Context: an optimization exercise on an open-source flow, tuned for small area, a short achievable clock period and few clock cycles per item. The choices shown serve that exercise and are no tape-out recipe.
The RTL was checked by simulation tests, not by an equivalence proof against the original design.

## flow/design.v (module list and top-level ports; edited modules follow where they fit)
// module trans_chroma_pipe: 1578 lines
module trans_chroma_pipe (
  input  logic        clk,
  input  logic        rst_n,
  input  logic        in_valid,
  output logic        in_ready,
  input  logic [7:0]  y_in,
  input  logic [15:0] c_in,
  output logic [7:0]  lut_y,
  output logic        lut_rd_en,
  input  logic [39:0] lut_mean,
  input  logic [39:0] lut_width,
  output logic        out_valid,
  input  logic        out_ready,
  output logic [39:0] out_data
);
  // ...
==> flow/flow/run.sh <==
#!/bin/bash
# The standard layout with two changes:
#  - synthesis skips the ABC pass of Yosys's generic "synth" fine stage, so the
#    full adders are extracted from the RTL's own XOR/majority structure
#    (registers are untouched; ORFS's own ABC mapping still runs afterwards);
#  - the port buffers buffer_ports inserts are plain buf_1 cells.
set -euo pipefail
bash standard.sh SYNTH_ARGS=-noabc BUFFER_PORTS_ARGS="-buffer_cell sky130_fd_sc_hd__buf_1" finish > standard.log 2>&1
==> flow/standard.sh <==
#!/bin/bash
# synth_recipe.tcl (not shown) runs the flow's synth.tcl, then flattens the netlist and writes it again
# the make line also repeats each setting of config.mk as NAME=value (left out here)
make -C /OpenROAD-flow-scripts/flow DESIGN_CONFIG=/design/flow/config.mk WORK_HOME=/design/flow/orfs CLKGATE_MAP_FILE= SYNTH_SCRIPT=/design/flow/synth_recipe.tcl "${@:-finish}"
==> flow/config.mk <==
export PLATFORM = sky130hd
export DESIGN_NAME = trans_chroma_pipe
export DESIGN_NICKNAME = trans_chroma_pipe
export VERILOG_FILES = /design/flow/design.v
export SDC_FILE = /design/flow/constraint.sdc
export NUM_CORES = 4
export LEC_CHECK = 0
export CAP_MARGIN = 20
export CORE_MARGIN = 2
export CORE_UTILIZATION = 40
export CTS_BUF_LIST = sky130_fd_sc_hd__clkbuf_4
export CTS_CLUSTER_SIZE = 20
export SETUP_SLACK_MARGIN = 3.5
export SLEW_MARGIN = 20
==> flow/constraint.sdc <==
create_clock -name core_clock -period 7.0 [get_ports {clk}]
set_input_delay 1.4000 -clock core_clock [delete_from_list [all_inputs] [get_ports {clk}]]
set_output_delay 1.4000 -clock core_clock [all_outputs]
set_load 0.01 [all_outputs]
==> flow_metrics.py, run 1 <==
metrics = {
    "detailed_routing": {
        "vias": 17116,
        "wl_met3_um": 4790,
        "met1_length_um": 27100,
    },
    "die": {
        "fp.dieW_um": 253,
        "io_pins": 159,
        "die_h_um": 253,
        "die_area_um2": 63900,
        "well_tap_count": 790,
    },
    "final_layout": {
        "n_clock_buffer": 115,
        "layout-drive-gt1-share_pct": 8.53,
        "buf_share_pct": 3.83,
        "comb.multi_input.count": 1618,
        "largest_reg_flops": 40,
        "dominant_cells": "multi-input combinational cells",
        "clockNetworkAreaShare_pct": 3.61,
        "fill_cells": 5796,
        "num-nonclk-buffers": 207,
    },
    "global_route": {
        "grt-busiest-layer": "met2",
        "track_usage_pct": 18.8,
        "grt_util_met2_pct": 28.8,
        "grt_pass1_vias": 17358,
    },
    "logic_synthesis": {
        "synth_most_common_cell": "xnor2_1",
        "ys_seq_area_share_pct": 34.3,
        "synth_fa_ha_area_share_pct": 25.5,
        "synth_edf_count": 279,
        "synth.area.top_cells": "edfxtp_1 (34%), fa_1 (20%), xnor2_1 (14%)",
    },
    "outcome": {
        "outcome": "finished clean",
    },
    "cts": {
        "clk_pin_slew_worst_paths_ps": 60,
        "htreeDepth": 3,
        "root_buffer": "clkbuf_4",
    },
    "sta": {
        "setup_ws_ps": 3550,
        "final.setup.tns_ps": 0,
        "fin_crit_sh_pct": 49.4,
        "final-max-slew-violation-count": 0,
        "fmax_mhz": 289,
    },
    "critical_path": {
        "worstSetupPathDepth": 8,
        "path_buf_inv": 0,
        "slowest_stage": "edfxtp_1",
        "cp-end-kind": "flip-flop",
    },
    "placed_design": {
        "dp_slack_ps": 3420,
    },
}
Testbench counts, summed over its fixed seeds: cycles 16,032, pixels 16,000.
==> inputs of run 2 (changes only) <==
--- a/flow/config.mk
+++ b/flow/config.mk
@@ -8,7 +8,5 @@
 export CAP_MARGIN = 20
 export CORE_MARGIN = 2
 export CORE_UTILIZATION = 40
-export CTS_BUF_LIST = sky130_fd_sc_hd__clkbuf_4
-export CTS_CLUSTER_SIZE = 20
 export SETUP_SLACK_MARGIN = 3.5
 export SLEW_MARGIN = 20
==> flow_metrics.py, run 2 <==
metrics = {
    "outcome": {
        "outcome": "finished clean",
    },
    "final_layout": {
        "layout-drive-gt1-share_pct": 5.35,
        "finalNonFillerCells": 3015,
        "final_cell_mix": "xnor2_1 (383), a22oi_1 (321), edfxtp_1 (279)",
        "area_growth_syn_to_layout_pct": 9.53,
        "nNetsFinal": 2666,
        "top_register": "out_q",
        "largest_reg_flops": 40,
        "layout_commonest_cell": "xnor2_1",
        "diodes": 0,
        "fill_cells": 5758,
        "final_util_pct": 44.1,
    },
    "logic_synthesis": {
        "synth_top_area_share_pct": 33.9,
        "synth_warnings": 1,
        "synth.avg_cell_area_um2": 11.5,
        "synth_edf_count": 279,
        "synth.area.top_cells": "edfxtp_1 (34%), fa_1 (20%), xnor2_1 (14%)",
        "syn-instance-count": 2154,
        "yosysUniqueCellTypes": 66,
        "ys_ff_latch": 283,
        "synth_top_cell_by_area": "edfxtp_1",
        "ys.flop_type": "edfxtp_1",
        "ys_seq_area_share_pct": 34.3,
        "async_flop_share_pct": 1.41,
        "synth_most_common_cell": "xnor2_1",
        "synth.net_count": 2619,
        "syn_area_um2": 24700,
        "synth_common_cells": "xnor2_1 (383), a22oi_1 (321), edfxtp_1 (279)",
    },
    "placed_design": {
        "hpwl_um": 41800,
        "io_buffers": 158,
        "place_congestion": 0.846,
        "dp_slack_ps": 3420,
        "dp_cells": 2920,
    },
    "sta": {
        "finClkSkew_ps": 29.9,
        "holdWs_ps": 457,
        "final-max-slew-violation-count": 0,
        "timing.slew.headroom_pct": 25.4,
        "grt_setup_unrepaired": "yes",
        "finalSetupViolCount": 0,
        "setup_ws_ps": 3580,
        "worst_pin_slew_ps": 1120,
        "hold_violations": 0,
        "final.setup.tns_ps": 0,
        "period_minus_slack_ps": 3420,
        "fmax_mhz": 293,
        "fin_crit_sh_pct": 48.8,
    },
    "detailed_routing": {
        "vias": 16808,
        "wl_um": 60000,
        "ant_nets": 0,
        "vias_per_cell": 5.57,
        "wl_per_cell_um": 19.9,
        "dr.pass1.iters": 6,
        "first_iter_violations": 1375,
        "drc": 0,
    },
    "critical_path": {
        "start_kind": "flip-flop",
        "cp_top_family": "adder cells",
        "slowest_stage": "edfxtp_1",
        "worstPathArrival_ps": 3720,
        "criticalPathCategory": "flip-flop to flip-flop",
        "crit_path_max_incr_delay_ps": 900,
        "crit_required_ps": 7300,
        "cp_cell_sequence": "a22oi_1, xnor2_1, fa_1, fa_1, ha_1, ha_1, a21o_1, a21o_1",
        "cp-end-kind": "flip-flop",
        "cp_max_fo": 20,
        "path_buf_inv": 0,
    },
    "cts": {
        "htreeDepth": 2,
        "clock_latency_ps": 550,
        "numClockSinks": 283,
        "cts_buffers": 35,
        "root_buffer": "clkbuf_16",
        "ctsHoldBuffers": 0,
        "clockBufferDepth": 3,
        "clk_pin_slew_worst_paths_ps": 60,
        "cts_tree": "done",
    },
    "global_route": {
        "grt_pass1_wl_um": 94500,
        "antenna_found_initial": 0,
        "grt-ovfl-total": 0,
        "grt_max_degree": 84,
        "track_usage_pct": 18.6,
        "grt_pass1_vias": 16989,
    },
    "run": {
        "cap_violations": 0,
    },
    "die": {
        "core_um2": 61500,
        "die_area_um2": 63900,
        "rows": 91,
        "fp.dieW_um": 253,
        "die_h_um": 253,
        "start_util_pct": 40.2,
        "io_pins": 159,
    },
    "worst_hold_path": {
        "hold_path.class": "flip-flop to flip-flop",
    },
}
run 2: cell count changes in the layout (fill, tap and decap cells not counted):
cell	delta
clkinv_2	-3
clkbuf_1	+8
clkbuf_8	-1
diode_2	-1
buf_4	+2
inv_6	+1
bufinv_16	+3
clkbuf_16	+35
inv_2	-4
clkinvlp_4	+4
buf_6	+1
clkbuf_4	-115
clkinv_1	-4
run 2: timing repair:
item / CTS / global route
setup endpoints to repair: 4 / 29
buffers inserted: 1 / 31
resized for setup: 1 / 2
run 2: per-layer routing:
metal  wire length [µm]  track usage (%)
met5                  0                0
met4               1390             4.70
met3               4240             3.48
met2              27000             28.9
met1              27300             26.7
run 2: worst paths after layout:
| check | startpoint | to | depth (start not counted) | slack, ps |
|---|---|---|---|---|
| min in group asynchronous | rst_n | v_q[0]$_DFFE_PN0N_ | 1 | 700 |
| setup / recovery | dq0[6]$_DFFE_PN_ | lcq0$_DFFE_PN_ | 8 | 3580 |
| setup reg to reg | dq0[6]$_DFFE_PN_ | lcq0$_DFFE_PN_ | 8 | 3580 |
| max in group asynchronous | rst_n | v_q[2]$_DFFE_PN0N_ | 1 | 6110 |
| hold / removal | v_q[2]$_DFFE_PN0N_ | v_q[3]$_DFFE_PN0N_ | 1 | 460 |
| hold reg to reg | v_q[2]$_DFFE_PN0N_ | v_q[3]$_DFFE_PN0N_ | 1 | 460 |
run 2: logic make-up (layout without fill, tap and decap cells):
kind of cell / after synthesis / count (layout) / synth area share, %
compound gates: 515 / 515 / 14.9
xor+xnor: 435 / 435 / 15.4
fa+ha+maj: 357 / 357 / 25.5
buf+inv: 253 / 324 / 4.00
flops: 283 / 283 / 34.3
mux: 5 / 5 / 0.212
simple gates: 306 / 306 / 5.83
run 2: cell type report:
type | count | area [µm²] | share of cell area (%)
inverters | 54 | 206 | 0.762
flip-flops and latches | 283 | 8480 | 31.3
repair buffers | 209 | 1050 | 3.86
clock inverters | 18 | 194 | 0.716
multi-input cells | 1618 | 15300 | 56.4
well taps | 790 | 988 | 3.65
clock buffers | 43 | 906 | 3.34
run 2: metrics by stage:
step,cell area (µm²)
final,27100
after detailed placement,25700
after CTS,26800
after global routing,27100
after global placement,25700
after floorplan,24800
==> inputs of run 3 (changes only) <==
--- a/flow/config.mk
+++ b/flow/config.mk
@@ -8,5 +8,5 @@
 export CAP_MARGIN = 20
 export CORE_MARGIN = 2
 export CORE_UTILIZATION = 40
-export SETUP_SLACK_MARGIN = 3.5
+export SETUP_SLACK_MARGIN = 3.8
 export SLEW_MARGIN = 20
==> flow_metrics.py, run 3 <==
metrics = {
    "logic_synthesis": {
        "synth.net_count": 2619,
        "synth_common_cells": "xnor2_1 (383), a22oi_1 (321), edfxtp_1 (279)",
        "syn_area_um2": 24700,
        "async_flop_share_pct": 1.41,
        "synth_top_cell_by_area": "edfxtp_1",
        "synth_warnings": 1,
        "synth.avg_cell_area_um2": 11.5,
        "yosysUniqueCellTypes": 66,
        "ys_ff_latch": 283,
        "synth.area.top_cells": "edfxtp_1 (34%), fa_1 (20%), xnor2_1 (14%)",
        "synth_top_area_share_pct": 33.9,
        "synth_most_common_cell": "xnor2_1",
        "ys.flop_type": "edfxtp_1",
        "syn-instance-count": 2154,
        "ys_seq_area_share_pct": 34.3,
        "synth_edf_count": 279,
    },
    "placed_design": {
        "dp_cells": 2918,
        "dp_slack_ps": 3360,
        "place_congestion": 0.839,
        "io_buffers": 158,
        "hpwl_um": 42200,
    },
    "detailed_routing": {
        "dr.pass1.iters": 6,
        "vias": 18058,
        "drc": 0,
        "ant_nets": 0,
        "vias_per_cell": 5.63,
        "wl_um": 66700,
        "wl_per_cell_um": 20.8,
        "first_iter_violations": 1531,
    },
    "sta": {
        "finalSetupViolCount": 0,
        "timing.slew.headroom_pct": 25.8,
        "hold_violations": 0,
        "fin_crit_sh_pct": 46.4,
        "setup_ws_ps": 3750,
        "grt_setup_unrepaired": "yes",
        "period_minus_slack_ps": 3250,
        "worst_pin_slew_ps": 1110,
        "finClkSkew_ps": 30.7,
        "final-max-slew-violation-count": 0,
        "final.setup.tns_ps": 0,
        "fmax_mhz": 308,
    },
    "final_layout": {
        "multi_input_area_um2": 15400,
        "finalNonFillerCells": 3209,
        "area_growth_syn_to_layout_pct": 16.9,
        "final_cell_mix": "xnor2_1 (381), a22oi_1 (313), edfxtp_1 (279)",
        "seq_area_um2": 8480,
        "fill_cells": 5543,
        "layout-drive-gt1-share_pct": 14.1,
        "nNetsFinal": 2859,
        "diodes": 0,
        "layout_commonest_cell": "xnor2_1",
        "final_util_pct": 47.1,
        "top_register": "out_q",
        "largest_reg_flops": 40,
    },
    "critical_path": {
        "cp-startpoint": "out_ready",
        "cp-end-kind": "output port",
        "cp_max_fo": 3,
        "crit_required_ps": 5600,
        "r2r_start": "oneq1[0]$_DFFE_PN_",
        "start_kind": "input port",
        "criticalPathCategory": "input port to output port",
        "worstPathArrival_ps": 1850,
    },
    "die": {
        "die_h_um": 253,
        "fp.dieW_um": 253,
        "io_pins": 159,
        "die_area_um2": 63900,
        "rows": 91,
        "start_util_pct": 40.2,
        "core_um2": 61500,
    },
    "global_route": {
        "grt_pass1_vias": 18184,
        "grt_pass1_wl_um": 102000,
        "grt-ovfl-total": 0,
        "antenna_found_initial": 0,
        "grt_max_degree": 196,
        "track_usage_pct": 20.4,
    },
    "cts": {
        "cts_buffers": 34,
        "clk_pin_slew_worst_paths_ps": 50,
        "cts_tree": "done",
        "clockBufferDepth": 3,
        "numClockSinks": 283,
        "root_buffer": "clkbuf_16",
        "htreeDepth": 2,
        "clock_latency_ps": 550,
        "ctsHoldBuffers": 0,
    },
    "worst_hold_path": {
        "min_from": "v_q[2]$_DFFE_PN0N_",
        "hold_path.class": "flip-flop to flip-flop",
    },
    "run": {
        "cap_violations": 0,
    },
    "outcome": {
        "outcome": "finished clean",
    },
}
==> run 3: cell counts after synthesis <==
Identical to the previous run, type by type.
==> run 3: layer usage <==
layer  global-route usage [%]  vias to the layer above  routed length [µm]
met1                     29.3                     9009               29100
met2                     31.0                      799               29900
met4                     7.30                        0                2280
met5                        0                        -                   0
li1                         -                     8112                   -
met3                     3.51                      138                5410
==> run 3: worst paths after layout <==
kind / to / slack, ps / cells after the start
worst max-delay path: lut_rd_en / 3750 / 4
worst min-delay path: v_q[3]$_DFFE_PN0N_ / 510 / 1
worst max register to register: rcq1[11]$_DFFE_PN_ / 3860 / 6
worst min register to register: v_q[3]$_DFFE_PN0N_ / 510 / 1
max in group asynchronous: v_q[3]$_DFFE_PN0N_ / 6130 / 1
min in group asynchronous: v_q[2]$_DFFE_PN0N_ / 680 / 1
==> run 3: cell type report <==
class,instances,share of cell area (%)
clock inverter,16,0.791
tap,790,3.42
multi-input combinational,1618,53.2
sequential,283,29.3
inverter,54,0.731
clock buffer,45,3.16
timing repair buffer,403,9.44
==> run 3: worst max-delay path, stage by stage <==
cell and delay (ps):
buf_6 90, nor2b_4 140, nand2_2 90, buf_6 120
==> run 3: cell families after synthesis <==
logic type,share of synthesized area (%)
flops,34.3
fa+ha+maj,25.5
compound gates,14.9
xor+xnor,15.4
buf+inv,4.00
simple gates,5.83
mux,0.212
==> run 3: metrics by stage <==
| step | hold WS, ps | area (µm²) |
|---|---|---|
| floorplan | 433 | 24800 |
| global placement | 443 | 25700 |
| detailed placement | 458 | 25700 |
| CTS | 471 | 28000 |
| global route | 535 | 28900 |
| finish | 514 | 28900 |
==> run 3: timing repair <==
item | 4_1_cts | 5_1_grt
pin swaps | 2 | 9
buffers inserted | 125 | 104
cloned | 0 | 0
gates resized for setup | 14 | 36
setup endpoints to repair | 50 | 48
==> inputs of run 4 (changes only) <==
--- a/flow/config.mk
+++ b/flow/config.mk
@@ -8,5 +8,5 @@
 export CAP_MARGIN = 20
 export CORE_MARGIN = 2
 export CORE_UTILIZATION = 40
-export SETUP_SLACK_MARGIN = 3.8
+export SETUP_SLACK_MARGIN = 3.65
 export SLEW_MARGIN = 20
==> flow_metrics.py, run 4 <==
metrics = {
    "critical_path": {
        "cp-end-kind": "flip-flop",
        "cp-startpoint": "dq1[2]$_DFFE_PN_",
        "cp_max_fo": 20,
        "worst-r2r-cell-count": 9,
        "crit_required_ps": 7310,
        "endpoint": "lcq1$_DFFE_PN_",
        "r2r_setup_slack_ps": 3660,
        "start_kind": "flip-flop",
        "r2r_start": "dq1[2]$_DFFE_PN_",
        "criticalPathCategory": "flip-flop to flip-flop",
        "worstPathArrival_ps": 3650,
        "rr_endpoint": "lcq1$_DFFE_PN_",
    },
    "final_layout": {
        "final_util_pct": 45.0,
        "nNetsFinal": 2725,
        "layout_commonest_cell": "xnor2_1",
        "area_growth_syn_to_layout_pct": 11.8,
        "top_register": "out_q",
        "diodes": 0,
        "fin_area_um2": 27700,
        "finalNonFillerCells": 3074,
        "largest_reg_flops": 40,
        "final_cell_mix": "xnor2_1 (383), a22oi_1 (321), edfxtp_1 (279)",
        "layout-drive-gt1-share_pct": 7.84,
    },
    "global_route": {
        "grt_pass1_wl_um": 97400,
        "grt_pass1_vias": 17331,
        "track_usage_pct": 19.3,
        "antenna_found_initial": 0,
        "grt-ovfl-total": 0,
        "grt_max_degree": 84,
    },
    "detailed_routing": {
        "first_iter_violations": 1494,
        "wl_per_cell_um": 20.4,
        "vias": 17169,
        "vias_per_cell": 5.59,
        "dr.pass1.iters": 6,
        "drc": 0,
        "wl_um": 62600,
        "ant_nets": 0,
    },
    "run": {
        "cap_violations": 0,
    },
    "logic_synthesis": {
        "ys_seq_area_share_pct": 34.3,
        "synth_top_area_share_pct": 33.9,
        "syn-instance-count": 2154,
        "synth_most_common_cell": "xnor2_1",
        "synth.net_count": 2619,
        "synth_warnings": 1,
        "synth.area.top_cells": "edfxtp_1 (34%), fa_1 (20%), xnor2_1 (14%)",
        "synth_edf_count": 279,
        "synth_common_cells": "xnor2_1 (383), a22oi_1 (321), edfxtp_1 (279)",
        "synth.avg_cell_area_um2": 11.5,
        "async_flop_share_pct": 1.41,
        "yosysUniqueCellTypes": 66,
        "ys.flop_type": "edfxtp_1",
        "syn_area_um2": 24700,
        "synth_top_cell_by_area": "edfxtp_1",
        "ys_ff_latch": 283,
    },
    "die": {
        "start_util_pct": 40.2,
        "core_um2": 61500,
        "die_area_um2": 63900,
        "fp.dieW_um": 253,
        "die_h_um": 253,
        "io_pins": 159,
        "rows": 91,
    },
    "sta": {
        "fin_crit_sh_pct": 47.7,
        "period_minus_slack_ps": 3340,
        "hold_violations": 0,
        "grt_setup_unrepaired": "yes",
        "finClkSkew_ps": 27.3,
        "fmax_mhz": 299,
        "setup_ws_ps": 3660,
        "worst_pin_slew_ps": 1080,
        "final.setup.tns_ps": 0,
        "final-max-slew-violation-count": 0,
        "timing.slew.headroom_pct": 27.9,
        "holdWs_ps": 463,
        "finalSetupViolCount": 0,
    },
    "placed_design": {
        "dpl_cell_area_um2": 25700,
        "dp_cells": 2920,
        "hpwl_um": 41800,
        "io_buffers": 158,
        "dp_slack_ps": 3420,
        "place_congestion": 0.846,
    },
    "cts": {
        "numClockSinks": 283,
        "cts_tree": "done",
        "ctsHoldBuffers": 0,
        "clockBufferDepth": 3,
        "cts_buffers": 35,
        "clk_pin_slew_worst_paths_ps": 60,
        "htreeDepth": 2,
        "root_buffer": "clkbuf_16",
        "clock_latency_ps": 550,
    },
    "worst_hold_path": {
        "hold_path.class": "flip-flop to flip-flop",
    },
    "outcome": {
        "outcome": "finished clean",
    },
}
[run 4: worst min-delay path by stage]
stage / from / endpoint / slack [ps] / cells after the start
final: v_q[2]$_DFFE_PN0N_ / v_q[3]$_DFFE_PN0N_ / 460 / 1
after global placement: v_q[2]$_DFFE_PN0N_ / v_q[3]$_DFFE_PN0N_ / 440 / 1
after CTS: v_q[2]$_DFFE_PN0N_ / v_q[3]$_DFFE_PN0N_ / 460 / 1
after global routing: v_q[2]$_DFFE_PN0N_ / v_q[3]$_DFFE_PN0N_ / 480 / 1
after detailed placement: v_q[2]$_DFFE_PN0N_ / v_q[3]$_DFFE_PN0N_ / 450 / 1
after floorplan: v_q[2]$_DFFE_PN0N_ / v_q[3]$_DFFE_PN0N_ / 430 / 1
[run 4: cell type report]
class / instances / area [µm²]
multi-input combinational: 1618 / 15300
timing repair buffer: 268 / 1600
fill: 5697 / 33800
tap: 790 / 988
inverter: 54 / 210
sequential: 283 / 8480
clock buffer: 43 / 906
clock inverter: 18 / 194
[run 4: cell families (layout without fill, tap and decap cells)]
logic type               count (synthesis)  in the layout  share of synthesized area, %
AND/OR/NAND/NOR                        306            306                          5.83
buffers and inverters                  253            383                          4.00
AO/OA/AOI/OAI                          515            515                          14.9
flip-flops                             283            283                          34.3
XOR/XNOR                               435            435                          15.4
adder cells (fa/ha/maj)                357            357                          25.5
multiplexers                             5              5                         0.212
[run 4: timing repair]
| item | CTS | global route |
|---|---|---|
| setup endpoints to repair | 29 | 37 |
| buffers inserted | 37 | 55 |
| resized for setup | 3 | 4 |
| cloned | 0 | 0 |
| pin swaps | 0 | 1 |
[run 4: metal layers]
| layer | up-vias | part of all wire (%) | global-route usage [%] |
|---|---|---|---|
| met4 | 0 | 2.6 | 5.29 |
| met3 | 100 | 7.5 | 3.99 |
| met5 | - | 0 | 0 |
| li1 | 7840 | - | - |
| met2 | 667 | 45 | 30.0 |
| met1 | 8562 | 45 | 27.4 |
[run 4: worst max-delay path, stage by stage (launching register included)]
cell and delay [ps]:
edfxtp_1 920, a22oi_1 230, xnor2_1 240, fa_1 450, ha_1 290, ha_1 280, a21o_1 160, a21o_1 180
a21o_1 180, a21o_1 170
==> inputs of run 5 (changes only) <==
--- a/flow/config.mk
+++ b/flow/config.mk
@@ -8,5 +8,6 @@
 export CAP_MARGIN = 20
 export CORE_MARGIN = 2
 export CORE_UTILIZATION = 40
-export SETUP_SLACK_MARGIN = 3.65
+export CTS_BUF_LIST = sky130_fd_sc_hd__clkbuf_8
+export SETUP_SLACK_MARGIN = 3.8
 export SLEW_MARGIN = 20
==> flow_metrics.py, run 5 <==
metrics = {
    "detailed_routing": {
        "first_iter_violations": 1469,
        "vias_per_cell": 5.60,
        "vias": 18062,
        "wl_per_cell_um": 20.7,
        "wl_um": 66800,
        "drc": 0,
        "dr.pass1.iters": 6,
        "ant_nets": 0,
    },
    "logic_synthesis": {
        "synth_edf_count": 279,
        "async_flop_share_pct": 1.41,
        "syn_area_um2": 24700,
        "synth.area.top_cells": "edfxtp_1 (34%), fa_1 (20%), xnor2_1 (14%)",
        "synth_common_cells": "xnor2_1 (383), a22oi_1 (321), edfxtp_1 (279)",
        "synth_top_area_share_pct": 33.9,
        "synth.net_count": 2619,
        "ys_ff_latch": 283,
        "synth_most_common_cell": "xnor2_1",
        "ys.flop_type": "edfxtp_1",
        "yosysUniqueCellTypes": 66,
        "syn-instance-count": 2154,
        "synth_warnings": 1,
        "ys_seq_area_share_pct": 34.3,
        "synth.avg_cell_area_um2": 11.5,
        "synth_top_cell_by_area": "edfxtp_1",
    },
    "critical_path": {
        "cp-end-kind": "output port",
        "cp_top_family": "simple AND/OR/NAND/NOR gates",
        "cp_max_fo": 3,
        "crit_required_ps": 5600,
        "path_common_cell": "buf_6",
        "path_buf_inv": 2,
        "worstPathArrival_ps": 1850,
        "start_kind": "input port",
        "crit_path_max_incr_delay_ps": 140,
        "r2r_setup_slack_ps": 3780,
        "criticalPathCategory": "input port to output port",
        "cp_cell_sequence": "buf_6, nor2b_4, nand2_2, buf_6",
        "slowest_stage": "nor2b_4",
    },
    "sta": {
        "grt_setup_unrepaired": "yes",
        "fin_crit_sh_pct": 46.4,
        "period_minus_slack_ps": 3250,
        "worst_pin_slew_ps": 1130,
        "fmax_mhz": 308,
        "timing.slew.headroom_pct": 24.5,
        "finalSetupViolCount": 0,
        "hold_violations": 0,
        "final-max-slew-violation-count": 0,
        "final.setup.tns_ps": 0,
        "finClkSkew_ps": 30.8,
    },
    "final_layout": {
        "layout_commonest_cell": "xnor2_1",
        "finalNonFillerCells": 3224,
        "top_register": "out_q",
        "final_cell_mix": "xnor2_1 (383), a22oi_1 (312), edfxtp_1 (279)",
        "area_growth_syn_to_layout_pct": 15.6,
        "nNetsFinal": 2861,
        "largest_reg_flops": 40,
        "layout-drive-gt1-share_pct": 14.0,
    },
    "cts": {
        "cts_buffers": 50,
        "clockBufferDepth": 3,
        "htreeDepth": 2,
        "root_buffer": "clkbuf_8",
        "ctsHoldBuffers": 0,
        "numClockSinks": 283,
        "clock_latency_ps": 650,
        "clk_pin_slew_worst_paths_ps": 70,
        "cts_tree": "done",
    },
    "die": {
        "rows": 91,
        "die_area_um2": 63900,
        "core_um2": 61500,
        "fp.dieW_um": 253,
        "start_util_pct": 40.2,
        "io_pins": 159,
        "die_h_um": 253,
    },
    "global_route": {
        "grt_max_degree": 196,
        "grt-ovfl-total": 0,
        "antenna_found_initial": 1,
        "track_usage_pct": 20.4,
        "grt_pass1_wl_um": 102000,
        "grt_pass1_vias": 18258,
    },
    "placed_design": {
        "hpwl_um": 42200,
        "place_congestion": 0.839,
        "dp_cells": 2918,
        "io_buffers": 158,
    },
    "run": {
        "cap_violations": 0,
    },
    "worst_hold_path": {
        "hold_path.class": "flip-flop to flip-flop",
    },
    "outcome": {
        "outcome": "finished clean",
    },
}
## run 5: worst paths after layout
check | from | end | depth (start not counted)
worst min-delay path | v_q[2]$_DFFE_PN0N_ | v_q[3]$_DFFE_PN0N_ | 1
min in group asynchronous | rst_n | v_q[2]$_DFFE_PN0N_ | 1
worst min register to register | v_q[2]$_DFFE_PN0N_ | v_q[3]$_DFFE_PN0N_ | 1
worst max-delay path | out_ready | lut_rd_en | 4
worst max register to register | dq1[14]$_DFFE_PN_ | rcq1[19]$_DFFE_PN_ | 11
max in group asynchronous | rst_n | v_q[0]$_DFFE_PN0N_ | 1
## run 5: per-stage QoR
stage,area (µm²),hold WS [ps],utilization (%),worst slack (ps)
2_1_floorplan,24800,433,-,781
3_3_place_gp,25700,443,41.7,3450
3_5_place_dp,25700,458,41.7,3360
4_1_cts,27600,473,44.9,3790
5_1_grt,28600,526,46.5,3680
6_report,28600,496,46.5,3750
## run 5: repair_timing
action / in CTS / in global routing
hold endpoints to repair: 0 / 0
resized for setup: 12 / 37
pin swaps: 2 / 3
setup endpoints to repair: 50 / 52
setup buffers: 111 / 104
## run 5: layer usage
metal	vias up	share of wire (%)	track usage, %
met4	0	3.4	7.42
met5	-	0	0
met1	9005	44	28.9
met3	137	8.4	4.12
li1	8121	-	-
met2	799	45	31.1
## run 5: cells by family after synthesis
logic type	after synthesis	share of synthesized area (%)
AOI/OAI and AO/OA	515	14.9
xor gates and xnor gates	435	15.4
adders and majority gates	357	25.5
and+or+nand+nor	306	5.83
DFF	283	34.3
buffers and inverters	253	4.00
muxes	5	0.212
## run 5: area by class of cell
cell class / instances / area (µm²)
Timing Repair Buffer: 389 / 2630
Fill cell: 5578 / 32900
Antenna cell: 1 / 2.50
Clock buffer: 53 / 729
Clock inverter: 36 / 203
Tap cell: 790 / 988
Multi-Input combinational cell: 1618 / 15400
Inverter: 54 / 211
Sequential cell: 283 / 8480
==> inputs of run 6 (changes only) <==
--- a/flow/config.mk
+++ b/flow/config.mk
@@ -9,5 +9,5 @@
 export CORE_MARGIN = 2
 export CORE_UTILIZATION = 40
 export CTS_BUF_LIST = sky130_fd_sc_hd__clkbuf_8
-export SETUP_SLACK_MARGIN = 3.8
+export SETUP_SLACK_MARGIN = 3.65
 export SLEW_MARGIN = 20
==> flow_metrics.py, run 6 <==
metrics = {
    "detailed_routing": {
        "met1_length_um": 27900,
        "vias": 17172,
        "drc": 0,
        "wl_um": 62700,
        "top_layer": "met4",
        "dr.pass1.iters": 6,
        "wl_per_cell_um": 20.2,
        "first_iter_violations": 1512,
        "ant_nets": 0,
        "vias_per_cell": 5.54,
        "wl_met3_um": 4990,
        "wl_met2_um": 28000,
    },
    "die": {
        "rows": 91,
        "io_pins": 159,
        "start_util_pct": 40.2,
        "fp.dieW_um": 253,
        "die_area_um2": 63900,
        "die_h_um": 253,
        "core_um2": 61500,
    },
    "logic_synthesis": {
        "synth.area.top_cells": "edfxtp_1 (34%), fa_1 (20%), xnor2_1 (14%)",
        "synth_most_common_cell": "xnor2_1",
        "yosysUniqueCellTypes": 66,
        "synth_top_area_share_pct": 33.9,
        "synth.net_count": 2619,
        "synth_edf_count": 279,
        "synth_common_cells": "xnor2_1 (383), a22oi_1 (321), edfxtp_1 (279)",
        "synth_warnings": 1,
        "ys.flop_type": "edfxtp_1",
        "syn_area_um2": 24700,
        "syn-instance-count": 2154,
        "synth_top_cell_by_area": "edfxtp_1",
        "async_flop_share_pct": 1.41,
        "ys_seq_area_share_pct": 34.3,
        "synth.avg_cell_area_um2": 11.5,
        "ys_ff_latch": 283,
    },
    "sta": {
        "hold_violations": 0,
        "fmax_mhz": 307,
        "timing.slew.headroom_pct": 26.6,
        "worst_pin_slew_ps": 1100,
        "final.setup.tns_ps": 0,
        "period_minus_slack_ps": 3260,
        "final-max-slew-violation-count": 0,
        "grt_setup_unrepaired": "yes",
        "fin_crit_sh_pct": 46.5,
        "finalSetupViolCount": 0,
        "finClkSkew_ps": 37.4,
    },
    "cts": {
        "clock_latency_ps": 660,
        "ctsHoldBuffers": 0,
        "htreeDepth": 2,
        "clk_pin_slew_worst_paths_ps": 60,
        "clockBufferDepth": 3,
        "cts_tree": "done",
        "numClockSinks": 283,
        "root_buffer": "clkbuf_8",
        "cts_buffers": 49,
    },
    "worst_hold_path": {
        "hold_depth": 1,
        "hold_path.class": "flip-flop to flip-flop",
        "min_from": "v_q[2]$_DFFE_PN0N_",
        "hold_end": "v_q[3]$_DFFE_PN0N_",
    },
    "placed_design": {
        "io_buffers": 158,
        "place_congestion": 0.846,
        "hpwl_um": 41800,
    },
    "final_layout": {
        "top_register": "out_q",
        "nNetsFinal": 2734,
        "layout-drive-gt1-share_pct": 8.36,
        "layout_commonest_cell": "xnor2_1",
        "area_growth_syn_to_layout_pct": 11.1,
        "largest_reg_flops": 40,
        "final_util_pct": 44.7,
        "fill_cells": 5735,
        "final_cell_mix": "xnor2_1 (383), a22oi_1 (321), edfxtp_1 (279)",
    },
    "global_route": {
        "grt-ovfl-total": 0,
        "grt_pass1_wl_um": 97400,
        "track_usage_pct": 19.3,
        "grt_pass1_vias": 17436,
        "antenna_found_initial": 1,
        "grt_max_degree": 84,
    },
    "critical_path": {
        "r2r_start": "dq1[1]$_DFFE_PN_",
        "cp_max_fo": 5,
        "start_kind": "input port",
        "slowest_stage": "nor2b_4",
        "criticalPathCategory": "input port to output port",
        "rr_endpoint": "lcq1$_DFFE_PN_",
        "cp_cell_sequence": "buf_1, nor2b_4, nand2_1, buf_1",
        "cp-end-kind": "output port",
        "crit_path_max_incr_delay_ps": 150,
        "r2r_setup_slack_ps": 3750,
        "path_common_cell": "buf_1",
        "worstPathArrival_ps": 1860,
        "worst-r2r-cell-count": 9,
        "crit_required_ps": 5600,
    },
    "outcome": {
        "outcome": "finished clean",
    },
    "run": {
        "cap_violations": 0,
    },
}
[run 6: cell counts after synthesis]
Identical to the previous run, type by type.
[run 6: cells by family (layout without fill, tap and decap cells)]
group	after synthesis	in the layout	synth area share (%)
AOI/OAI and AO/OA	515	515	14.9
xor gates and xnor gates	435	435	15.4
adders and majority gates	357	357	25.5
buffers and inverters	253	407	4.00
DFF	283	283	34.3
muxes	5	5	0.212
other	0	1	0
and+or+nand+nor	306	306	5.83
[run 6: final cells by class]
type | count | area (µm²) | area share [%]
inverter | 54 | 210 | 0.764
sequential | 283 | 8480 | 30.8
timing repair buffer | 263 | 1570 | 5.72
antenna | 1 | 2.50 | 0.00910
clock buffer | 49 | 674 | 2.45
multi-input combinational | 1618 | 15300 | 55.6
clock inverter | 41 | 285 | 1.04
tap | 790 | 988 | 3.59
[run 6: critical path: cells and delay by family]
family / cells / cell delay [ps]
buf+inv: 2 / 230
simple gates: 2 / 230
[run 6: worst max path at each step]
| stage | startpoint | to | slack [ps] | depth (start not counted) |
|---|---|---|---|---|
| 6_report | out_ready | lut_rd_en | 3740 | 4 |
| 5_1_grt | dq1[5]$_DFFE_PN_ | lcq1$_DFFE_PN_ | 3600 | 8 |
| 4_1_cts | dq1[10]$_DFFE_PN_ | rcq1[13]$_DFFE_PN_ | 3650 | 6 |
| 3_5_place_dp | out_ready | lut_rd_en | 3420 | 4 |
| 3_3_place_gp | out_ready | lut_rd_en | 3440 | 4 |
| 2_1_floorplan | out_ready | c0_q[0]$_DFFE_PN_ | 780 | 3 |
[run 6: through the flow]
step | instance area, µm² | hold slack [ps] | cells | setup slack, ps
floorplan | 24800 | 433 | 2154 | 781
global placement | 25700 | 442 | 2920 | 3440
detailed placement | 25700 | 446 | 2920 | 3420
CTS | 26900 | 459 | 3043 | 3650
global route | 27500 | 482 | 3099 | 3600
finish | 27500 | 468 | 3099 | 3740
[run 6: routing by layer]
metal,up-vias,GRT usage [%]
li1,7871,-
met1,8488,27.3
met3,111,4.13
met2,702,30.0
met5,-,0
met4,0,5.44
[run 6: timing repair]
action / CTS / global route
setup buffers: 33 / 54
endpoints found under the setup margin: 28 / 36
pin swaps: 0 / 1
gates cloned: 0 / 0
resized for setup: 3 / 4
hold endpoints to repair: 0 / 0
==> inputs of run 7 (changes only) <==
--- a/flow/config.mk
+++ b/flow/config.mk
@@ -5,9 +5,9 @@
 export SDC_FILE = /design/flow/constraint.sdc
 export NUM_CORES = 4
 export LEC_CHECK = 0
-export CAP_MARGIN = 20
+export CAP_MARGIN = 0
 export CORE_MARGIN = 2
 export CORE_UTILIZATION = 40
 export CTS_BUF_LIST = sky130_fd_sc_hd__clkbuf_8
 export SETUP_SLACK_MARGIN = 3.65
-export SLEW_MARGIN = 20
+export SLEW_MARGIN = 0
==> flow_metrics.py, run 7 <==
metrics = {
    "detailed_routing": {
        "drc": 0,
        "ant_nets": 0,
        "dr.pass1.iters": 6,
        "vias_per_cell": 5.54,
        "wl_um": 62800,
        "first_iter_violations": 1577,
        "vias": 17181,
        "wl_per_cell_um": 20.2,
    },
    "critical_path": {
        "start_kind": "flip-flop",
        "crit_required_ps": 7430,
        "cp-end-kind": "flip-flop",
        "cp-startpoint": "dq1[1]$_DFFE_PN_",
        "criticalPathCategory": "flip-flop to flip-flop",
        "cp_max_fo": 20,
        "r2r_setup_slack_ps": 3740,
        "rr_endpoint": "lcq1$_DFFE_PN_",
        "worst-r2r-cell-count": 9,
        "r2r_start": "dq1[1]$_DFFE_PN_",
        "worstPathArrival_ps": 3690,
    },
    "logic_synthesis": {
        "synth.avg_cell_area_um2": 11.5,
        "synth_top_area_share_pct": 33.9,
        "ys_ff_latch": 283,
        "synth_top_cell_by_area": "edfxtp_1",
        "synth_warnings": 1,
        "synth.net_count": 2619,
        "synth.area.top_cells": "edfxtp_1 (34%), fa_1 (20%), xnor2_1 (14%)",
        "ys.flop_type": "edfxtp_1",
        "syn_area_um2": 24700,
        "synth_common_cells": "xnor2_1 (383), a22oi_1 (321), edfxtp_1 (279)",
        "syn-instance-count": 2154,
        "yosysUniqueCellTypes": 66,
        "ys_seq_area_share_pct": 34.3,
        "synth_most_common_cell": "xnor2_1",
        "async_flop_share_pct": 1.41,
        "synth_edf_count": 279,
    },
    "die": {
        "start_util_pct": 40.2,
        "die_h_um": 253,
        "io_pins": 159,
        "fp.dieW_um": 253,
        "core_um2": 61500,
        "die_area_um2": 63900,
        "rows": 91,
    },
    "cts": {
        "cts_tree": "done",
        "htreeDepth": 2,
        "root_buffer": "clkbuf_8",
        "clk_pin_slew_worst_paths_ps": 90,
        "clockBufferDepth": 3,
        "cts_buffers": 49,
        "numClockSinks": 283,
        "clock_latency_ps": 660,
    },
    "final_layout": {
        "top_register": "out_q",
        "layout_commonest_cell": "xnor2_1",
        "largest_reg_flops": 40,
        "layout-drive-gt1-share_pct": 8.44,
        "fill_cells": 5736,
        "nNetsFinal": 2736,
        "finalNonFillerCells": 3101,
        "final_util_pct": 44.7,
        "area_growth_syn_to_layout_pct": 11.2,
        "final_cell_mix": "xnor2_1 (383), a22oi_1 (321), edfxtp_1 (279)",
        "fin_area_um2": 27500,
    },
    "worst_hold_path": {
        "min_from": "v_q[2]$_DFFE_PN0N_",
        "hold_path.class": "flip-flop to flip-flop",
        "hold_end": "v_q[3]$_DFFE_PN0N_",
        "hold_depth": 1,
    },
    "sta": {
        "holdWs_ps": 468,
        "grt_setup_unrepaired": "yes",
        "timing.slew.headroom_pct": 26.4,
        "final-max-slew-violation-count": 0,
        "hold_violations": 0,
        "fin_crit_sh_pct": 46.6,
        "fmax_mhz": 307,
        "setup_ws_ps": 3740,
        "finalSetupViolCount": 0,
        "final.setup.tns_ps": 0,
        "worst_pin_slew_ps": 1100,
        "period_minus_slack_ps": 3260,
        "finClkSkew_ps": 35.6,
    },
    "placed_design": {
        "dp_slack_ps": 3420,
        "place_congestion": 0.846,
        "io_buffers": 158,
        "dp_cells": 2920,
        "dpl_cell_area_um2": 25700,
        "hpwl_um": 41800,
    },
    "run": {
        "cap_violations": 0,
    },
    "global_route": {
        "track_usage_pct": 19.3,
        "grt_pass1_wl_um": 97400,
        "grt-ovfl-total": 0,
        "grt_pass1_vias": 17436,
        "grt_max_degree": 84,
        "antenna_found_initial": 1,
    },
    "outcome": {
        "outcome": "finished clean",
    },
}
## run 7: cell counts after synthesis
Identical to the previous run, type by type.
## run 7: what timing repair did
action / CTS / global route
resized for setup: 3 / 4
hold buffers: 0 / 0
setup endpoints to repair: 28 / 36
pin swaps: 0 / 1
endpoints found under the hold margin: 0 / 0
setup buffers: 33 / 57
## run 7: layer usage
layer | track usage, % | routed length, µm
met3 | 4.13 | 4810
met5 | 0 | 0
met1 | 27.3 | 28100
met4 | 5.44 | 1770
met2 | 30.0 | 28100
## run 7: worst max-delay path, cell delays in order, from the launching register on
cell and delay (ps):
edfxtp_1 920, a22oi_1 190, xnor2_1 230, fa_1 450, ha_1 290, ha_1 280
a21o_1 160, a21o_1 180, a21o_1 180, a21o_1 170
## run 7: final cells by class
class / count / area [µm²] / area share, %
multi-input cells: 1618 / 15300 / 55.6
flip-flops and latches: 283 / 8480 / 30.8
repair buffers: 265 / 1580 / 5.74
well taps: 790 / 988 / 3.59
clock buffers: 49 / 674 / 2.45
clock inverters: 41 / 285 / 1.04
inverters: 54 / 210 / 0.764
diodes: 1 / 2.50 / 0.00910
## run 7: logic make-up after synthesis
group                      after synthesis  synth area share [%]
AOI/OAI and AO/OA                      515                  14.9
xor gates and xnor gates               435                  15.4
adders and majority gates              357                  25.5
and+or+nand+nor                        306                  5.83
DFF                                    283                  34.3
buffers and inverters                  253                  4.00
muxes                                    5                 0.212
## run 7: how the worst max path moves through the flow
stage | to | slack [ps]
after global placement | lut_rd_en | 3440
final | lcq1$_DFFE_PN_ | 3740
after global routing | lcq1$_DFFE_PN_ | 3600
after CTS | rcq1[13]$_DFFE_PN_ | 3650
after detailed placement | lut_rd_en | 3420
after floorplan | c0_q[0]$_DFFE_PN_ | 780
==> inputs of run 8 (changes only) <==
--- a/flow/config.mk
+++ b/flow/config.mk
@@ -5,9 +5,11 @@
 export SDC_FILE = /design/flow/constraint.sdc
 export NUM_CORES = 4
 export LEC_CHECK = 0
-export CAP_MARGIN = 0
+export CAP_MARGIN = 20
 export CORE_MARGIN = 2
 export CORE_UTILIZATION = 40
 export CTS_BUF_LIST = sky130_fd_sc_hd__clkbuf_8
+export CTS_CLUSTER_DIAMETER = 100
+export CTS_CLUSTER_SIZE = 14
 export SETUP_SLACK_MARGIN = 3.65
-export SLEW_MARGIN = 0
+export SLEW_MARGIN = 20
==> flow_metrics.py, run 8 <==
metrics = {
    "run": {
        "cap_violations": 0,
    },
    "die": {
        "die_area_um2": 63900,
        "rows": 91,
        "fp.dieW_um": 253,
        "io_pins": 159,
        "die_h_um": 253,
        "start_util_pct": 40.2,
        "core_um2": 61500,
    },
    "logic_synthesis": {
        "synth_warnings": 1,
        "synth.net_count": 2619,
        "synth_top_area_share_pct": 33.9,
        "synth.avg_cell_area_um2": 11.5,
        "synth_most_common_cell": "xnor2_1",
        "syn_area_um2": 24700,
        "async_flop_share_pct": 1.41,
        "ys_ff_latch": 283,
        "syn-instance-count": 2154,
        "ys.flop_type": "edfxtp_1",
        "yosysUniqueCellTypes": 66,
        "synth_edf_count": 279,
        "ys_seq_area_share_pct": 34.3,
        "synth_common_cells": "xnor2_1 (383), a22oi_1 (321), edfxtp_1 (279)",
        "synth_top_cell_by_area": "edfxtp_1",
        "synth.area.top_cells": "edfxtp_1 (34%), fa_1 (20%), xnor2_1 (14%)",
    },
    "critical_path": {
        "cp_max_fo": 15,
        "cp-startpoint": "negq1[7]$_DFFE_PN_",
        "endpoint": "rcq1[19]$_DFFE_PN_",
        "worst-r2r-cell-count": 8,
        "r2r_start": "negq1[7]$_DFFE_PN_",
        "start_kind": "flip-flop",
        "r2r_setup_slack_ps": 3720,
        "worstPathArrival_ps": 3650,
        "cp-end-kind": "flip-flop",
        "crit_required_ps": 7370,
        "rr_endpoint": "rcq1[19]$_DFFE_PN_",
        "criticalPathCategory": "flip-flop to flip-flop",
    },
    "final_layout": {
        "final_cell_mix": "xnor2_1 (383), a22oi_1 (321), edfxtp_1 (279)",
        "layout_commonest_cell": "xnor2_1",
        "area_growth_syn_to_layout_pct": 8.86,
        "top_register": "out_q",
        "final_util_pct": 43.8,
        "nNetsFinal": 2715,
        "largest_reg_flops": 40,
        "layout-drive-gt1-share_pct": 7.20,
    },
    "sta": {
        "hold_violations": 0,
        "worst_pin_slew_ps": 1090,
        "final-max-slew-violation-count": 0,
        "timing.slew.headroom_pct": 27.3,
        "grt_setup_unrepaired": "no",
        "final.setup.tns_ps": 0,
        "fmax_mhz": 305,
        "period_minus_slack_ps": 3280,
        "fin_crit_sh_pct": 46.8,
        "finClkSkew_ps": 38.7,
        "finalSetupViolCount": 0,
    },
    "global_route": {
        "grtUsageMet3_pct": 3.64,
        "track_usage_pct": 19.3,
        "grt-busiest-layer": "met2",
        "use_met1_pct": 27.6,
        "antenna_found_initial": 1,
        "grt_pass1_wl_um": 97600,
        "grt-ovfl-total": 0,
        "grt_util_met2_pct": 30.0,
        "grt_max_degree": 84,
        "grt_pass1_vias": 17284,
    },
    "worst_hold_path": {
        "hold_path.class": "flip-flop to flip-flop",
    },
    "placed_design": {
        "place_congestion": 0.846,
        "hpwl_um": 41800,
        "io_buffers": 158,
    },
    "detailed_routing": {
        "dr.pass1.iters": 8,
        "drc": 0,
        "vias": 16994,
        "wl_um": 62600,
        "first_iter_violations": 1393,
        "ant_nets": 0,
        "vias_per_cell": 5.59,
        "wl_per_cell_um": 20.6,
    },
    "cts": {
        "cts_buffers": 24,
        "htreeDepth": 1,
        "clockBufferDepth": 3,
        "numClockSinks": 283,
        "clk_pin_slew_worst_paths_ps": 90,
        "root_buffer": "clkbuf_8",
        "clock_latency_ps": 640,
        "cts_tree": "done",
    },
    "outcome": {
        "outcome": "finished clean",
    },
}
-- run 8: cell counts after synthesis --
No cell type changed its count.
-- run 8: repair_timing --
item                       CTS  global route
hold buffers                 0             0
setup buffers               46            48
resized for setup            2             5
pin swaps                    0             1
setup endpoints to repair   28            32
-- run 8: area by class of cell --
class	count	area (µm²)
diodes	1	2.50
repair buffers	269	1610
inverters	54	210
multi-input cells	1618	15300
fillers	5768	34500
flip-flops and latches	283	8480
well taps	790	988
clock buffers	25	344
clock inverters	2	16.3
-- run 8: cells by family (layout without fill, tap and decap cells) --
| kind of cell | Yosys count | count (layout) | share of synthesized area, % |
|---|---|---|---|
| other cells | 0 | 1 | 0 |
| fa+ha+maj | 357 | 357 | 25.5 |
| flops | 283 | 283 | 34.3 |
| buf+inv | 253 | 350 | 4.00 |
| xor+xnor | 435 | 435 | 15.4 |
| compound gates | 515 | 515 | 14.9 |
| simple gates | 306 | 306 | 5.83 |
| mux | 5 | 5 | 0.212 |
-- run 8: worst min-delay path by stage --
stage	from	end	slack, ps	depth (start not counted)
CTS	v_q[2]$_DFFE_PN0N_	v_q[3]$_DFFE_PN0N_	470	1
global route	v_q[2]$_DFFE_PN0N_	v_q[3]$_DFFE_PN0N_	490	1
finish	v_q[2]$_DFFE_PN0N_	v_q[3]$_DFFE_PN0N_	480	1
detailed placement	v_q[2]$_DFFE_PN0N_	v_q[3]$_DFFE_PN0N_	450	1
global placement	v_q[2]$_DFFE_PN0N_	v_q[3]$_DFFE_PN0N_	440	1
floorplan	v_q[2]$_DFFE_PN0N_	v_q[3]$_DFFE_PN0N_	430	1
-- run 8: layer usage --
| metal | part of all wire, % | up-vias | wire length [µm] |
|---|---|---|---|
| met3 | 7.7 | 86 | 4840 |
| met2 | 45 | 626 | 28000 |
| met1 | 45 | 8490 | 28100 |
| met5 | 0 | - | 0 |
| met4 | 2.6 | 0 | 1640 |
| li1 | - | 7792 | - |
-- run 8: critical path: stages, from the launching register on --
cell      delay [ps]
edfxtp_1        1060
xnor2_1          230
fa_1             530
fa_1             390
xnor2_1          220
xnor2_1          170
xnor2_1          160
xnor2_1          150
xnor2_1          110
-- run 8: metrics by stage --
stage / hold WS, ps / cells / cell area, µm² / worst slack (ps)
6_report: 478 / 3042 / 26900 / 3720
5_1_grt: 491 / 3042 / 26900 / 3630
4_1_cts: 467 / 2993 / 26400 / 3670
3_5_place_dp: 446 / 2920 / 25700 / 3420
3_3_place_gp: 442 / 2920 / 25700 / 3440
2_1_floorplan: 433 / 2154 / 24800 / 781
==> inputs of run 9 (changes only) <==
--- a/flow/config.mk
+++ b/flow/config.mk
@@ -8,8 +8,8 @@
 export CAP_MARGIN = 20
 export CORE_MARGIN = 2
 export CORE_UTILIZATION = 40
-export CTS_BUF_LIST = sky130_fd_sc_hd__clkbuf_8
-export CTS_CLUSTER_DIAMETER = 100
-export CTS_CLUSTER_SIZE = 14
-export SETUP_SLACK_MARGIN = 3.65
+export CTS_BUF_LIST = sky130_fd_sc_hd__clkbuf_16
+export CTS_CLUSTER_DIAMETER = 150
+export CTS_CLUSTER_SIZE = 24
+export SETUP_SLACK_MARGIN = 3.8
 export SLEW_MARGIN = 20
==> flow_metrics.py, run 9 <==
metrics = {
    "global_route": {
        "grt_pass1_vias": 17984,
        "antenna_found_initial": 0,
        "grt-busiest-layer": "met2",
        "use_met1_pct": 29.2,
        "grt-ovfl-total": 0,
        "grt_util_met2_pct": 30.8,
        "grt_max_degree": 196,
        "grtUsageMet3_pct": 2.64,
        "grt_pass1_wl_um": 101000,
        "track_usage_pct": 20.0,
    },
    "cts": {
        "ctsHoldBuffers": 0,
        "clk_pin_slew_worst_paths_ps": 100,
        "numClockSinks": 283,
        "root_buffer": "clkbuf_16",
        "clockBufferDepth": 3,
        "cts_buffers": 15,
        "htreeDepth": 1,
        "cts_tree": "done",
        "clock_latency_ps": 530,
    },
    "detailed_routing": {
        "vias": 17865,
        "vias_per_cell": 5.66,
        "drc": 0,
        "wl_um": 65900,
        "ant_nets": 0,
        "wl_per_cell_um": 20.9,
        "dr.pass1.iters": 6,
        "first_iter_violations": 1555,
    },
    "placed_design": {
        "hpwl_um": 42200,
        "place_congestion": 0.839,
        "dp_cells": 2918,
        "dp_slack_ps": 3360,
        "io_buffers": 158,
    },
    "sta": {
        "final-max-slew-violation-count": 0,
        "setup_ws_ps": 3750,
        "finalSetupViolCount": 0,
        "worst_pin_slew_ps": 1120,
        "hold_violations": 0,
        "finClkSkew_ps": 21.9,
        "fmax_mhz": 308,
        "grt_setup_unrepaired": "yes",
        "final.setup.tns_ps": 0,
        "timing.slew.headroom_pct": 25.4,
        "period_minus_slack_ps": 3250,
        "fin_crit_sh_pct": 46.4,
    },
    "run": {
        "cap_violations": 0,
    },
    "final_layout": {
        "layout_commonest_cell": "xnor2_1",
        "layout-drive-gt1-share_pct": 12.7,
        "largest_reg_flops": 40,
        "top_register": "out_q",
        "final_cell_mix": "xnor2_1 (382), a22oi_1 (317), edfxtp_1 (279)",
        "finalNonFillerCells": 3159,
        "nNetsFinal": 2835,
        "diodes": 0,
        "area_growth_syn_to_layout_pct": 13.5,
    },
    "outcome": {
        "outcome": "finished clean",
    },
    "critical_path": {
        "cp_max_fo": 3,
        "criticalPathCategory": "input port to output port",
        "crit_required_ps": 5600,
        "worstPathArrival_ps": 1850,
        "cp-end-kind": "output port",
        "start_kind": "input port",
    },
    "logic_synthesis": {
        "synth_most_common_cell": "xnor2_1",
        "synth_edf_count": 279,
        "synth_warnings": 1,
        "syn_area_um2": 24700,
        "ys_ff_latch": 283,
        "syn-instance-count": 2154,
        "synth.net_count": 2619,
        "async_flop_share_pct": 1.41,
        "ys_seq_area_share_pct": 34.3,
        "synth_top_cell_by_area": "edfxtp_1",
        "synth.area.top_cells": "edfxtp_1 (34%), fa_1 (20%), xnor2_1 (14%)",
        "ys.flop_type": "edfxtp_1",
        "synth_top_area_share_pct": 33.9,
        "synth.avg_cell_area_um2": 11.5,
        "synth_common_cells": "xnor2_1 (383), a22oi_1 (321), edfxtp_1 (279)",
        "yosysUniqueCellTypes": 66,
    },
    "die": {
        "fp.dieW_um": 253,
        "die_area_um2": 63900,
        "io_pins": 159,
        "rows": 91,
        "core_um2": 61500,
        "die_h_um": 253,
        "start_util_pct": 40.2,
    },
    "worst_hold_path": {
        "hold_path.class": "flip-flop to flip-flop",
    },
}
==> run 9: cell counts after synthesis <==
No cell type changed its count.
==> run 9: routing by layer <==
layer  vias up  routed length, µm
met2       768              29600
met3       111               4870
met1      8951              29400
met4         0               2050
li1       8035                  -
met5         -                  0
==> run 9: cell families (layout without fill, tap and decap cells) <==
kind of cell | after synthesis | count (layout) | synth area share (%)
multiplexers | 5 | 5 | 0.212
adder cells (fa/ha/maj) | 357 | 357 | 25.5
AO/OA/AOI/OAI | 515 | 515 | 14.9
buffers and inverters | 253 | 468 | 4.00
AND/OR/NAND/NOR | 306 | 306 | 5.83
flip-flops | 283 | 283 | 34.3
XOR/XNOR | 435 | 435 | 15.4
==> run 9: timing repair <==
action | in CTS | in global routing
setup buffers | 121 | 103
endpoints found under the setup margin | 52 | 56
gates resized for setup | 13 | 30
pin swaps | 2 | 6
==> run 9: per-stage QoR <==
step	utilization [%]	instance area (µm²)	hold slack, ps
floorplan	-	24800	433
global placement	41.7	25700	443
detailed placement	41.7	25700	458
CTS	44.2	27200	481
global route	45.7	28100	523
finish	45.7	28100	504
==> run 9: cell type report <==
cell class                 instances  area, µm²
clock buffer                      15        375
clock inverter                     1       7.51
fill                            5619      33400
inverter                          54        211
multi-input combinational       1618      15400
sequential                       283       8480
tap                              790        988
timing repair buffer             398       2670
==> run 9: path summary, 6_finish.rpt <==
| check | start | end | slack, ps | cells after the start |
|---|---|---|---|---|
| min reg2reg | v_q[2]$_DFFE_PN0N_ | v_q[3]$_DFFE_PN0N_ | 500 | 1 |
| max in group asynchronous | rst_n | v_q[0]$_DFFE_PN0N_ | 6130 | 1 |
| max | out_ready | lut_rd_en | 3750 | 4 |
| min | v_q[2]$_DFFE_PN0N_ | v_q[3]$_DFFE_PN0N_ | 500 | 1 |
| min in group asynchronous | rst_n | v_q[3]$_DFFE_PN0N_ | 690 | 1 |
| max reg2reg | twoq1[6]$_DFFE_PN_ | rcq1[19]$_DFFE_PN_ | 3810 | 9 |
==> run 9: critical path, stage by stage <==
cell,delay (ps)
buf_6,90
nor2b_4,140
nand2_2,90
buf_6,120
==> inputs of run 10 (changes only) <==
--- a/flow/config.mk
+++ b/flow/config.mk
@@ -11,5 +11,6 @@
 export CTS_BUF_LIST = sky130_fd_sc_hd__clkbuf_16
 export CTS_CLUSTER_DIAMETER = 150
 export CTS_CLUSTER_SIZE = 24
-export SETUP_SLACK_MARGIN = 3.8
+export SETUP_SLACK_MARGIN = 3.65
 export SLEW_MARGIN = 20
+export TNS_END_PERCENT = 5
==> flow_metrics.py, run 10 <==
metrics = {
    "outcome": {
        "outcome": "finished clean",
    },
    "logic_synthesis": {
        "synth_top_family_by_area": "adder cells",
        "synth_common_cells": "xnor2_1 (383), a22oi_1 (321), edfxtp_1 (279)",
        "synth_most_common_cell": "xnor2_1",
        "ys.flop_type": "edfxtp_1",
        "synth_top_area_share_pct": 33.9,
        "ys_seq_area_share_pct": 34.3,
        "syn_area_um2": 24700,
        "synth_mux_area_share_pct": 0.212,
        "synth.avg_cell_area_um2": 11.5,
        "synth_compound_area_share_pct": 14.9,
        "synthXorXnorAreaFrac_pct": 15.4,
        "syn-instance-count": 2154,
        "yosysUniqueCellTypes": 66,
        "ys_ff_latch": 283,
        "synth-simple-area-share_pct": 5.82,
        "synth_edf_count": 279,
        "synth_top_cell_by_area": "edfxtp_1",
        "synth.net_count": 2619,
        "async_flop_share_pct": 1.41,
        "synth.area.top_cells": "edfxtp_1 (34%), fa_1 (20%), xnor2_1 (14%)",
        "synth_fa_ha_area_share_pct": 25.5,
        "synth_warnings": 1,
    },
    "placed_design": {
        "hpwl_um": 41800,
        "io_buffers": 158,
        "place_congestion": 0.846,
        "dp_cells": 2920,
        "dp_slack_ps": 3420,
    },
    "detailed_routing": {
        "vias_per_cell": 5.60,
        "first_iter_violations": 1529,
        "vias": 16908,
        "dr.pass1.iters": 6,
        "ant_nets": 0,
        "wl_um": 61600,
        "drc": 0,
        "wl_per_cell_um": 20.4,
    },
    "die": {
        "io_pins": 159,
        "start_util_pct": 40.2,
        "die_h_um": 253,
        "core_um2": 61500,
        "die_area_um2": 63900,
        "rows": 91,
        "fp.dieW_um": 253,
    },
    "final_layout": {
        "area_growth_syn_to_layout_pct": 8.55,
        "largest_reg_flops": 40,
        "top_register": "out_q",
        "layout_commonest_cell": "xnor2_1",
        "finalNonFillerCells": 3020,
        "diodes": 0,
        "nNetsFinal": 2696,
        "layout-drive-gt1-share_pct": 6.32,
        "final_cell_mix": "xnor2_1 (383), a22oi_1 (321), edfxtp_1 (279)",
    },
    "critical_path": {
        "criticalPathCategory": "input port to output port",
        "cp_max_fo": 7,
        "cp-end-kind": "output port",
        "r2r_setup_slack_ps": 3700,
        "crit_required_ps": 5600,
        "start_kind": "input port",
        "worstPathArrival_ps": 1930,
    },
    "global_route": {
        "grt_pass1_vias": 16900,
        "grt-ovfl-total": 0,
        "grt_pass1_wl_um": 95000,
        "track_usage_pct": 18.7,
        "grt_max_degree": 84,
        "antenna_found_initial": 0,
    },
    "sta": {
        "grt_setup_unrepaired": "yes",
        "finClkSkew_ps": 12.4,
        "hold_violations": 0,
        "period_minus_slack_ps": 3330,
        "final-max-slew-violation-count": 0,
        "fin_crit_sh_pct": 47.5,
        "final.setup.tns_ps": 0,
        "timing.slew.headroom_pct": 27.0,
        "fmax_mhz": 301,
        "finalSetupViolCount": 0,
        "setup_ws_ps": 3670,
        "worst_pin_slew_ps": 1100,
    },
    "cts": {
        "clockBufferDepth": 3,
        "clock_latency_ps": 530,
        "cts_buffers": 15,
        "root_buffer": "clkbuf_16",
        "htreeDepth": 1,
        "clk_pin_slew_worst_paths_ps": 90,
        "cts_tree": "done",
        "numClockSinks": 283,
        "ctsHoldBuffers": 0,
    },
    "run": {
        "cap_violations": 0,
    },
    "worst_hold_path": {
        "hold_path.class": "flip-flop to flip-flop",
    },
}
-- run 10: metrics by stage --
stage / util, % / cell area, µm² / hold WS (ps)
after floorplan: - / 24800 / 433
after global placement: 41.8 / 25700 / 442
after detailed placement: 41.8 / 25700 / 446
after CTS: 42.5 / 26200 / 468
after global routing: 43.7 / 26900 / 492
final: 43.7 / 26900 / 477
-- run 10: metal layers --
layer / global-route usage [%] / vias to the layer above / routed length [µm]
met5: 0 / - / 0
met4: 4.50 / 0 / 1640
met3: 2.83 / 81 / 4890
met2: 29.1 / 692 / 27600
met1: 27.3 / 8379 / 27500
li1: - / 7756 / -
-- run 10: timing repair --
item,in CTS,in global routing
buffers inserted,11,71
setup endpoints to repair,27,38
gates resized for setup,2,3
endpoints found under the hold margin,0,0
-- run 10: layout make-up --
cell class | instances | area, µm²
well taps | 790 | 988
multi-input cells | 1618 | 15300
repair buffers | 259 | 1510
clock inverters | 1 | 7.51
flip-flops and latches | 283 | 8480
fillers | 5782 | 34600
inverters | 54 | 210
clock buffers | 15 | 375
-- run 10: critical path, stage by stage --
cell	delay, ps
buf_1	100
nor2b_4	210
nand2_1	90
buf_1	130
-- run 10: cells by family after synthesis --
logic type,count (synthesis)
buffers and inverters,253
multiplexers,5
adder cells (fa/ha/maj),357
AO/OA/AOI/OAI,515
XOR/XNOR,435
flip-flops,283
AND/OR/NAND/NOR,306
-- run 10: final timing paths --
kind	start	endpoint	cells past startpoint
max in group asynchronous	rst_n	v_q[1]$_DFFE_PN0N_	1
max	out_ready	lut_rd_en	4
min	v_q[2]$_DFFE_PN0N_	v_q[3]$_DFFE_PN0N_	1
min reg2reg	v_q[2]$_DFFE_PN0N_	v_q[3]$_DFFE_PN0N_	1
min in group asynchronous	rst_n	v_q[0]$_DFFE_PN0N_	1
max reg2reg	oneq0[2]$_DFFE_PN_	rcq0[13]$_DFFE_PN_	6

## re-timing with driven ports
The flow's constraints put no driver on any port. The routed layouts listed below were extracted and timed again, unchanged, in two steps. Step 1: set_driving_cell puts a clkbuf_16 on clk and a buf_2 on each other input, an assumption about the parent block. Step 2 adds t to the input delays and takes it off the output delays; t is the mean of the earliest and latest rising clock arrival at the registers after step 1. Input paths then give back, and output paths get back, about the clock's delay inside the block. Slacks: ideal ports / drivers / drivers and shift; pairs: ideal ports / drivers.
run	shift t [ns]	setup WS [ns]	clock arrival spread, ns
run 1	0.816	3.545 / 3.545 / 3.499	0.059 / 0.060
run 2	0.591	3.581 / 3.566 / 3.496	0.030 / 0.030
run 3	0.595	3.753 / 3.717 / 3.274	0.032 / 0.032
run 4	0.591	3.658 / 3.658 / 3.453	0.028 / 0.027
run 5	0.684	3.753 / 3.718 / 3.149	0.038 / 0.037
run 6	0.698	3.742 / 3.720 / 3.436	0.040 / 0.039
run 7	0.698	3.738 / 3.720 / 3.447	0.038 / 0.038
run 8	0.672	3.721 / 3.721 / 3.456	0.039 / 0.039
run 9	0.580	3.753 / 3.717 / 3.277	0.021 / 0.022
run 10	0.577	3.673 / 3.651 / 3.530	0.018 / 0.018
After both steps setup and hold are still met in every run listed. For run 5, which loses most, drivers alone change the setup slack by -0.035 ns; drivers and shift together by -0.604 ns.
